Background: an optimization exercise with open tools, aiming at small area and a short achievable clock period. Do not read the settings as production practice.
Function was checked by simulation only, so behaviour that the tests miss may differ from the original.

==> exp/maple: inputs <==
Design event_core, start of the top module:
module event_core (
    input  logic                           clk_frame,
    input  logic                           rst,
    input  logic                           en,
    input  logic                           spawn_laser,
    input  logic [1:0]                     dir,
    input  logic                           spawn_object,
    input  logic [25-1:0]               spawn_data,
    output logic [16-1:0]            score,
    output logic                           all_clear,
    output logic                           game_over,
    output logic [3:0]                     object_count,
    output logic [14-1:0]               laser,
    output logic [8*25-1:0]    sorted_aliens   
);
Settings: LEC_CHECK=0, ABC_CLOCK_PERIOD_IN_PS=16000, CAP_MARGIN=20, CORE_MARGIN=2, CORE_UTILIZATION=45, PLACE_DENSITY=0.6, SLEW_MARGIN=20; clock period 20.0 ns.
standard.sh (not shown) runs the stock make flow with config.mk's settings and CLKGATE_MAP_FILE= SYNTH_SCRIPT=/design/flow/synth_recipe.tcl, a recipe that flattens the netlist after the stock synthesis.
==> flow/flow/run.sh <==
#!/bin/bash
set -euo pipefail
cd "$(dirname "$0")/.."
MARGIN=$(cat flow/margin.txt)
bash standard.sh SETUP_SLACK_MARGIN="$MARGIN" finish > flow_make.log 2>&1
==> flow/flow/margin.txt <==
14.5
==> exp/sierra: changes against exp/maple <==
--- a/flow/design.v
+++ b/flow/design.v
@@ -38,26 +38,24 @@
     output logic [8*22-1:0]    slots,    
     output logic                           all_clear,
     output logic                           game_over,
     output logic [3:0]                     object_count
 );
     logic [8-1:0] act, dying, free, spawn_sel;
     function automatic logic [8:0] theta_step(input logic [8:0] theta, input logic up,
-                                              input logic s2);
-        logic       wrap_up, wrap_dn;
-        logic [8:0] k;
-        wrap_up = up && (theta > 9'd358 || (s2 && theta == 9'd358));
-        wrap_dn = !up && (theta == 9'd0 || (s2 && theta == 9'd1));
-        k[8:2]  = !up ? 7'b1111111 : wrap_up ? 7'b0100110 : 7'b0000000;
-        k[1]    = s2 || !up;
-        k[0]    = !s2;
-        if (wrap_dn)
-            theta_step = {8'b10110011, theta[0] || !s2};
-        else
-            theta_step = theta + k;
+                                              input logic [1:0] step);
+        logic [9:0] sum;
+        sum = 10'(theta) + 10'(step);
+        if (up) begin
+            theta_step = (sum > 359) ? 9'(sum - (359 + 1)) : sum[8:0];
+        end else if (theta < 9'(step)) begin
+            theta_step = 9'(10'(theta) + 10'(359 + 1) - 10'(step));
+        end else begin
+            theta_step = theta - 9'(step);
+        end
     endfunction
     always_comb begin
         for (int i = 0; i < 8; i++) begin
             act[i]   = slots[i*22];
             dying[i] = !slots[i*22] && slots[i*22 + 2];
             free[i]  = !slots[i*22] && !slots[i*22 + 2];
         end
@@ -76,19 +74,23 @@
         logic [1:0] kind, frame;
         logic       a;
         logic [3:0] r_n, hp_n;
         logic [8:0] theta_n;
         logic [1:0] kind_n, frame_n;
         logic       a_n;
         logic       up;
-        logic       s2;
+        logic [1:0] step;
         assign {r, theta, hp, kind, frame, a} = slots[i*22 +: 22];
         always_comb begin
-            up = kind[1] ? !kind[0] : (kind[0] ^ !swing);
-            s2 = kind[1] && odd;
+            case (kind)
+                2'd0:    begin up = !swing; step = 2'd1; end
+                2'd1:    begin up = swing;  step = 2'd1; end
+                2'd2:    begin up = 1'b1;   step = odd ? 2'd2 : 2'd1; end
+                default: begin up = 1'b0;   step = odd ? 2'd2 : 2'd1; end
+            endcase
         end
         always_comb begin
             r_n     = r;
             theta_n = theta;
             hp_n    = hp;
             kind_n  = kind;
             frame_n = frame;
@@ -99,15 +101,15 @@
                 hp_n    = spawn_data[11:8];
                 kind_n  = spawn_data[5:4];
                 frame_n = spawn_data[3:2];
                 a_n     = 1'b1;
             end else if (a) begin
                 if (move && r != 4'd0)
                     r_n = r - 4'd1;
-                theta_n = theta_step(theta, up, s2);
+                theta_n = theta_step(theta, up, step);
                 if (anim)
                     frame_n[0] = !frame[0];
                 if (hit_me[i]) begin
                     hp_n = hp - 4'd1;
                     if (hp == 4'd1) begin
                         a_n     = 1'b0;
                         frame_n = 2'd2;
@@ -135,48 +137,24 @@
                 slots[i*22 + 9 +: 9]  <= theta_n;
                 slots[i*22 + 5 +: 4]  <= hp_n;
                 slots[i*22 + 3 +: 2]  <= kind_n;
                 slots[i*22 + 1]       <= frame_n[0];
             end
         end
     end
-    logic [8-1:0] kill, stay_valid, stay_over;
-    logic                  any_free, any_kill, spawn_ok;
-    logic [3:0]            count_q;
-    logic                  clear_q, over_q;
     always_comb begin
+        all_clear    = free == '1;
+        game_over    = 1'b0;
+        object_count = '0;
         for (int i = 0; i < 8; i++) begin
-            logic [3:0] r, hp;
-            r  = slots[i*22 + 18 +: 4];
-            hp = slots[i*22 + 5 +: 4];
-            kill[i]       = act[i] && hit_me[i] && hp == 4'd1;
-            stay_valid[i] = act[i] || (dying[i] && !(die && slots[i*22 + 1]));
-            stay_over[i]  = act[i] && !kill[i] && (r == 4'd0 || (r == 4'd1 && move));
-        end
-        any_free = free != '0;
-        any_kill = kill != '0;
-        spawn_ok = spawn_object && any_free;
-    end
-    always_ff @(posedge clk_frame or posedge rst) begin
-        if (rst) begin
-            count_q <= '0;
-            clear_q <= 1'b1;
-            over_q  <= 1'b0;
-        end else if (en) begin
-            if (spawn_ok)
-                count_q <= any_kill ? count_q : count_q + 4'd1;
-            else
-                count_q <= any_kill ? count_q - 4'd1 : count_q;
-            clear_q <= !spawn_ok && stay_valid == '0;
-            over_q  <= (stay_over != '0) || (spawn_ok && spawn_data[24:21] == 4'd0);
+            object_count = object_count + 4'(act[i]);
+            if (act[i] && slots[i*22 + 18 +: 4] == 4'd0)
+                game_over = 1'b1;
         end
     end
-    assign object_count = count_q;
-    assign all_clear    = clear_q;
-    assign game_over    = over_q;
 endmodule
 `timescale 1ns/100ps
 module laser_unit (
     input  logic                           clk_frame,
     input  logic                           rst,
     input  logic                           en,
     input  logic                           spawn_laser,
@@ -184,23 +162,34 @@
     input  logic [8*22-1:0]    slots,
     output logic [14-1:0]               laser,
     output logic [8-1:0]          hit_me,   
     output logic [16-1:0]            score
 );
     logic             l_act;
     logic [3:0]       l_r;
-    logic [8:0]       l_deg;
-    logic [1:0]       l_dir;      
+    logic [1:0]       l_dir;
+    logic             l_fired;    
     logic [14:0]      s_half;     
+    logic [8:0]       deg;
     logic             at_rim;
     logic [8-1:0] match;
     logic [8-1:0] found;
     logic             hit;
     logic             kill;
-    assign laser  = {l_act, l_r, l_deg};
+    always_comb begin
+        case (l_dir)
+            2'd0:    deg = 9'd45;
+            2'd1:    deg = 9'd135;
+            2'd2:    deg = 9'd225;
+            default: deg = 9'd315;
+        endcase
+        if (!l_fired)
+            deg = 9'd0;
+    end
+    assign laser  = {l_act, l_r, deg};
     assign score  = {s_half, 1'b0};
     assign at_rim = l_r == 4'(15);
     function automatic logic in_cone(input logic [8:0] theta, input logic [1:0] d);
         case (d)
             2'd0:    in_cone = theta >= 9'd35  && theta <= 9'd55;
             2'd1:    in_cone = theta >= 9'd125 && theta <= 9'd145;
             2'd2:    in_cone = theta >= 9'd215 && theta <= 9'd235;
@@ -228,30 +217,30 @@
             if (found[i] && slots[i*22 + 5 +: 4] == 4'd1)
                 kill = 1'b1;
     end
     always_ff @(posedge clk_frame or posedge rst) begin
         if (rst) begin
             l_act   <= 1'b0;
             l_r     <= '0;
-            l_deg   <= '0;
             l_dir   <= '0;
+            l_fired <= 1'b0;
             s_half  <= '0;
         end else if (en) begin
             if (l_act) begin
                 if (at_rim || hit)
                     l_act <= 1'b0;
                 else
                     l_r <= l_r + 4'd1;
                 if (hit)
                     s_half <= s_half + (kill ? 15'd50 : 15'd5);
             end else if (spawn_laser) begin
                 l_act   <= 1'b1;
                 l_r     <= '0;
-                l_deg   <= 9'(dir) * 9'd90 + 9'd45;
                 l_dir   <= dir;
+                l_fired <= 1'b1;
             end
         end
     end
 endmodule
 `timescale 1ns/100ps
 module distance_sorter (
     input  logic                           clk_frame,
@@ -273,46 +262,25 @@
             valid[i] = s[0] | s[2];
             r_eff[i] = valid[i] ? s[21:18] : 4'(15);
             rec[i]   = valid[i] ? {s[21:18], s[17:9], s[8:5],
                                    !s[0], s[0], s[4:3], s[2:1]}
                                 : '0;
         end
     end
-    function automatic logic gt4(input logic [3:0] a, input logic [3:0] b);
-        logic [3:0] g, l;
-        g   = a & ~b;
-        l   = ~a & b;
-        gt4 = g[3] | (~l[3] & (g[2] | (~l[2] & (g[1] | (~l[1] & g[0])))));
-    endfunction
-    logic [N-1:0][N-1:0] beats;
     always_comb begin
         for (int i = 0; i < N; i++) begin
-            beats[i][i] = 1'b0;
-            for (int j = 0; j < i; j++) begin
-                beats[i][j] = !gt4(r_eff[j], r_eff[i]);
-                beats[j][i] = !beats[i][j];
+            rank[i] = '0;
+            for (int j = 0; j < N; j++) begin
+                if (j < i && r_eff[j] <= r_eff[i])
+                    rank[i] = rank[i] + 3'd1;
+                else if (j > i && r_eff[j] < r_eff[i])
+                    rank[i] = rank[i] + 3'd1;
             end
         end
     end
-    function automatic logic [1:0] fa(input logic a, input logic b, input logic c);
-        fa = {(a & b) | (a & c) | (b & c), a ^ b ^ c};
-    endfunction
-    always_comb begin
-        for (int i = 0; i < N; i++) begin
-            logic [N-2:0] v;
-            logic [1:0]   x, y, z, w;
-            for (int j = 0; j < N - 1; j++)
-                v[j] = (j < i) ? beats[i][j] : beats[i][j+1];
-            x       = fa(v[0], v[1], v[2]);
-            y       = fa(v[3], v[4], v[5]);
-            z       = fa(x[0], y[0], v[6]);
-            w       = fa(x[1], y[1], z[1]);
-            rank[i] = {w, z[0]};
-        end
-    end
     always_comb begin
         for (int k = 0; k < N; k++)
             for (int i = 0; i < N; i++)
                 sel[k][i] = rank[i] == 3'(k);
     end
     always_comb begin
         for (int k = 0; k < N; k++) begin
==> flow/run.sh (new file) <==
#!/bin/bash
# synth_recipe.tcl (not shown) runs the flow's synth.tcl, then flattens the netlist and writes it again
# the make line also repeats each setting of config.mk as NAME=value (left out here)
make -C /OpenROAD-flow-scripts/flow DESIGN_CONFIG=/design/flow/config.mk WORK_HOME=/design/flow/orfs CLKGATE_MAP_FILE= SYNTH_SCRIPT=/design/flow/synth_recipe.tcl finish
CORE_UTILIZATION = 25   (was 45)
PLACE_DENSITY = 0.35   (was 0.6)
SETUP_SLACK_MARGIN = 0.2   (was not set)
removed: flow/flow/run.sh
removed: flow/flow/margin.txt
removed: flow/standard.sh
==> comparison table <==
metric                                                                                                                  exp/maple                                exp/sierra
Seq. cell area                                                                                                         0.0100 mm²                               0.00966 mm²
Nonclk inv count                                                                                                              129                                       259
Placeable core region                                                                                                  0.0687 mm²                                 0.161 mm²
# resized after CTS                                                                                                           201                                         0
Capturing instance or port of the critical path                                         distance_sorter_inst.ordered[159]$_DFF_P_  distance_sorter_inst.ordered[19]$_DFF_P_
Outcome                                                                                                            finished clean                            finished clean
Met3 WL                                                                                                                  33900 µm                                  21700 µm
Area growth from synthesis to final layout                                                                                  20.0%                                     17.4%
Logic depth of the worst path, buffers included                                                                                12                                        35
Cell count after placement                                                                                                   4760                                      7198
Maximum fanout count along the critical path                                                                                   18                                        16
Setup repair after global routing missed its margin                                                                          true                                     false
Initial antenna violation count                                                                                                14                                        22
Reg2reg start                                                                             alien_table_inst.slots[154]$_DFFE_PP0P_    alien_table_inst.slots[44]$_DFFE_PP0P_
Post-synthesis share of cell area spent on full adders, half adders and majority gates                                      8.20%                                     13.1%
Total of clock buffers placed in the layout                                                                                    68                                        63
Number of cells produced by synthesis                                                                                        3858                                      5001
Clk pin slew, worst setup/hold paths                                                                                      0.07 ns                                   0.06 ns
Die width                                                                                                                  268 µm                                    406 µm
Dominant cell by count in the synthesized netlist                                                                         nand2_1                                    nor2_1

## afterwards: timing with drivers on the ports
Ports are ideal in the flow. The routed layouts listed here were re-timed in OpenROAD. Step 1, drivers: a clkbuf_16 drives clk_frame and a buf_2 each remaining input, both assumed. Step 2 adds t to the input delays and takes it off the output delays; t is the mean of the earliest and latest rising clock arrival at the registers after step 1. Input paths then give back, and output paths get back, about the clock's delay inside the block. a / b / c = ideal ports / drivers / drivers and shift; a / b = the first two.
run	shift t [ns]	setup slack, ns	hold slack, ns	worst setup path after step 2	pins driven straight from the clock port
exp/maple	0.697	14.388 / 14.388 / 13.803	0.469 / 0.469 / 0.469	input to register	1
exp/sierra	0.746	10.196 / 10.196 / 10.196	0.466 / 0.466 / 0.466	register to register	1
After both steps setup and hold are still met in every run listed. For exp/maple, which loses most, drivers alone change the setup slack by 0.000 ns; drivers and shift together by -0.585 ns.
